Source: an optimization exercise on an open RTL-to-GDS flow (aim: small area, a short achievable clock period and few clock cycles). Production flows keep margins and buffers that such runs may drop. At most, simulation tests tie the RTL to the original design; equivalence was not proved. No activity file was given, so power comes from the tool's default toggle rates.

// indel_edit_distance_traceback
module indel_edit_distance_traceback #(
  parameter int MAX_LEN = edt_pkg::MAX_LEN_DEF
) (
  input  logic         clk,
  input  logic         rst,
  input  logic         cfg_we,
  input  logic         cfg_index,
  input  logic [4:0]   cfg_data,
  input  logic         load_valid,
  output logic         load_ready,
  input  logic [3:0]   load_position,
  input  logic [7:0]   load_base_symbol,
  input  logic [7:0]   load_target_symbol,
  input  logic         load_last_load,
  output logic         result_valid,
  input  logic         result_ready,
  output logic [1:0]   result_op_kind,
  output logic [7:0]   result_op_symbol,
  output logic signed [4:0] result_base_index,
  output logic [5:0]   result_distance,
  output logic         result_last_op
);
Size in the first run: roughly 4,000 cells after synthesis, ~1,200 flip-flops, roughly 56 I/O pins.
clock: 7.0 ns
lec_check: 0
abc_area: 1
cap_margin: 20
core_margin: 2
core_utilization: 60
cts_cluster_diameter: 80
cts_cluster_size: 30
place_density: 0.7
setup_slack_margin: 4.4
slew_margin: 20
run.sh (not shown) runs the stock make flow with config.mk's settings and CLKGATE_MAP_FILE= SYNTH_SCRIPT=/design/flow/synth_recipe.tcl, a recipe that flattens the netlist after the stock synthesis.
The starting point passed the timing, design-rule and antenna checks.
Testbench counts at the start, summed over its fixed seeds: cycles 23,307.
Edit:
--- a/flow/config.mk
+++ b/flow/config.mk
@@ -7,3 +7,2 @@
 export LEC_CHECK = 0
-export ABC_AREA = 1
 export CAP_MARGIN = 20
@@ -14,3 +13,3 @@
 export PLACE_DENSITY = 0.7
-export SETUP_SLACK_MARGIN = 4.4
+export SETUP_SLACK_MARGIN = 4.6
 export SLEW_MARGIN = 20
Result: Final area is higher by a few percent. Routed wire length is higher by roughly a tenth. Area after synthesis is lower slightly. Register-to-register slack degrades by 50 ps. Hold slack improves by 9.7 ps.
Edit:
--- a/flow/config.mk
+++ b/flow/config.mk
@@ -10,6 +10,5 @@
 export CORE_UTILIZATION = 60
-export CTS_CLUSTER_DIAMETER = 80
-export CTS_CLUSTER_SIZE = 30
+export CTS_BUF_LIST = sky130_fd_sc_hd__clkbuf_4 sky130_fd_sc_hd__clkbuf_8
 export PLACE_DENSITY = 0.7
-export SETUP_SLACK_MARGIN = 4.6
+export SETUP_SLACK_MARGIN = 4.4
 export SLEW_MARGIN = 20
Effect:
- first-iteration DRC count drops by roughly a tenth
- utilization drops by 2.1 points
- non-clock buffer count drops by 127
- clock power climbs by well over a third
- power climbs by a little under a tenth

* * *

== lane 1 ==
indel_edit_distance_traceback, a different RTL version from the one above (not shown whole).
Size in the first run: about 56 I/O pins, roughly 48000 um2 of cells after synthesis.
clock: 7.0 ns
lec_check: 0
cap_margin: 20
core_margin: 2
core_utilization: 60
cts_cluster_diameter: 80
cts_cluster_size: 30
place_density: 0.7
setup_slack_margin: 4.4
slew_margin: 20
Both conditions hold for lane 1: the flow ran to the end and the final layout passed the timing, design-rule and antenna checks.
Testbench counts of lane 1, summed over its fixed seeds: cycles 23,307.
diff inputs: lane 1 => lane 4
- removing CTS_CLUSTER_SIZE (formerly 30)
- removing CTS_CLUSTER_DIAMETER (formerly 80)
Results
Going from lane 1 to lane 4, the critical path depth was found to have gone down by 1.
[diff] final design area excluding fillers, lane 4 relative to lane 1: regression
Looking at clock-pin slew of the registers on the worst-case setup and hold paths, lane 4 sits 0.05 ns lower than lane 1 does.
Lane 1 -> lane 4: minimum setup slack after placement delta 0, exact match

* * *

indel_edit_distance_traceback with an RTL version that a note above also has.
For scale: about 3100 cells after synthesis, roughly 1200 flip-flops, ~56 I/O pins.
Settings: LEC_CHECK=0, CAP_MARGIN=20, CORE_MARGIN=2, CORE_UTILIZATION=60, CTS_CLUSTER_DIAMETER=80, CTS_CLUSTER_SIZE=30, PLACE_DENSITY=0.7, SETUP_SLACK_MARGIN=4.3, SLEW_MARGIN=20; clock period 7.0 ns.
The baseline passed the timing, design-rule and antenna checks.
Testbench counts at the start, summed over its fixed seeds: cycles 23,307.
==> next run, changes <==
Settings changed: CORE_UTILIZATION 60 to 70, CTS_CLUSTER_DIAMETER 80 to unset, CTS_CLUSTER_SIZE 30 to unset, PLACE_DENSITY 0.7 to 0.8, SETUP_SLACK_MARGIN 4.3 to 4.4.
The changed run finished with timing, DRC and antenna clean.
Utilization went up by 14 points.
Power went up by 14%.
Die area went down by 14%.
Clock-buffer cell count went up by 71.
Clock skew stays flat.
Worst setup slack improves by 5.2 ps.
Via count went up by 6.3%.
Wire length went up by 6.1%.
==> next run, changes <==
Settings changed: CORE_UTILIZATION 70 to 60, CTS_CLUSTER_DIAMETER set to 80, CTS_CLUSTER_SIZE set to 30, PLACE_DENSITY 0.8 to 0.7, SETUP_SLACK_MARGIN 4.4 to 4.5.
Core utilization falls by 10 points; combinational power goes up by 12%; register-to-register slack gets worse by 130 ps.
==> next run, changes <==
Settings changed: CTS_CLUSTER_DIAMETER 80 to unset, CTS_CLUSTER_SIZE 30 to unset, SETUP_SLACK_MARGIN 4.5 to 4.4.
Global-route usage drops by 0.18 points.
Clock skew climbs by 10 ps.
Sequential power barely changes.

* * *

indel_edit_distance_traceback, a different RTL version from the one above (not shown whole).
For scale: about 2900 cells after synthesis, ~1100 flip-flops.
Settings: LEC_CHECK=0, CAP_MARGIN=20, CORE_MARGIN=2, CORE_UTILIZATION=40, SETUP_SLACK_MARGIN=3.8, SLEW_MARGIN=20; clock period 7.0 ns.
Next try:
SETUP_SLACK_MARGIN = 3.3   (was 3.8)
The new run finished with timing, DRC and antenna clean.
Cell count shrinks by a few percent.
Setup slack gets worse by 230 ps.
Die area is unchanged.
Wire length falls by a few percent.
First-iteration DRC count decreases by about a fifth.
Synthesized cell count does not change.
Design area decreases by a few percent.
Utilization goes down by 1.6 points.
Combinational power goes down by about a fifth.
Next try:
SETUP_SLACK_MARGIN = 4.3   (was 3.3)
Clock-buffer cell count is unchanged.
Worst setup slack is better by 260 ps.
Area after synthesis is unchanged.
Next try:
SETUP_SLACK_MARGIN = unset   (was 4.3)
Result:
- cell area drops by 15%
- clock-buffer cell count climbs by 6
- sequential cell count does not change
Function was not checked in any run of this note: the RTL went through the layout flow alone.

* * *

== amber ==
RTL: one of the versions met above, not the one the previous note started from.
For scale: ~3100 cells after synthesis, roughly 1200 flip-flops, roughly 56 I/O pins, ~46000 um2 of cells after synthesis.
export LEC_CHECK = 0
export CAP_MARGIN = 20
export CORE_MARGIN = 2
export CORE_UTILIZATION = 60
export CTS_CLUSTER_DIAMETER = 80
export CTS_CLUSTER_SIZE = 30
export PLACE_DENSITY = 0.7
export SETUP_SLACK_MARGIN = 4.4
export SLEW_MARGIN = 20
create_clock -name core_clock -period 7.0 [get_ports {clk}]
Testbench counts of amber, summed over its fixed seeds: cycles 23,307.
## Diff of input files: maple against amber
- swapping 4.4 for 4.2 in SETUP_SLACK_MARGIN
## What came out
maple — share of the clock period used by the worst path 0.92 points higher, amber as reference
Compared with amber, in maple number of non-clock buffers fell 17%, final worst-path setup slack fell 0.065 ns, internal power contribution fell 1.8%, met1 wire length about even.
Compared with amber, net switching power figure in maple decreased by a few percent.

what the ideal ports hide:
How much do the figures lean on ideal ports? The routed layouts below were timed once more, with nothing changed but the port constraints. Step 1 (the two cells are an assumption about what drives the block):
set clk [get_ports {clk}]
set_driving_cell -lib_cell sky130_fd_sc_hd__clkbuf_16 $clk
set_driving_cell -lib_cell sky130_fd_sc_hd__buf_2 [delete_from_list [all_inputs] $clk]
Step 2 times the ports against the registers' clock, not the clock port: input delays grow and output delays shrink by t, the midpoint of the rising clock arrivals with the driver on. Slacks: ideal / step 1 / step 2; pairs: ideal / step 1.
run | shift t [ns] | setup slack, ns | slew at the worst register clock pin (ns) | cell pins on the clock port's net
the first run of note 1 | 0.717 | 4.261 / 4.189 / 3.673 | 0.12 / 0.12 | 1
the second run of note 1 | 0.715 | 4.241 / 4.207 / 3.622 | 0.12 / 0.12 | 1
the third run of note 1 | 0.893 | 4.080 / 4.018 / 3.508 | 0.07 / 0.07 | 1
lane 1 | 0.728 | 4.293 / 4.233 / 3.768 | 0.12 / 0.12 | 1
lane 4 | 0.757 | 4.262 / 4.226 / 3.720 | 0.07 / 0.07 | 1
the first run of note 3 | 0.722 | 4.210 / 4.210 / 3.562 | 0.11 / 0.11 | 1
the second run of note 3 | 0.750 | 4.215 / 4.147 / 3.572 | 0.08 / 0.08 | 1
the third run of note 3 | 0.719 | 4.174 / 4.159 / 3.530 | 0.12 / 0.12 | 1
the fourth run of note 3 | 0.740 | 4.261 / 4.190 / 3.607 | 0.07 / 0.07 | 1
the first run of note 4 | 0.783 | 3.594 / 3.594 / 3.068 | 0.07 / 0.07 | 1
the second run of note 4 | 0.766 | 3.359 / 3.401 / 2.639 | 0.07 / 0.07 | 1
the third run of note 4 | 0.774 | 3.617 / 3.617 / 3.088 | 0.07 / 0.07 | 1
the fourth run of note 4 | 0.756 | 2.087 / 2.087 / 1.898 | 0.07 / 0.07 | 1
amber | 0.714 | 4.278 / 4.209 / 3.615 | 0.12 / 0.12 | 1
maple | 0.714 | 4.214 / 4.200 / 3.548 | 0.12 / 0.12 | 1
After both steps setup and hold are still met in every run listed. For the second run of note 4, which loses most, drivers alone change the setup slack by +0.042 ns; drivers and shift together by -0.720 ns.
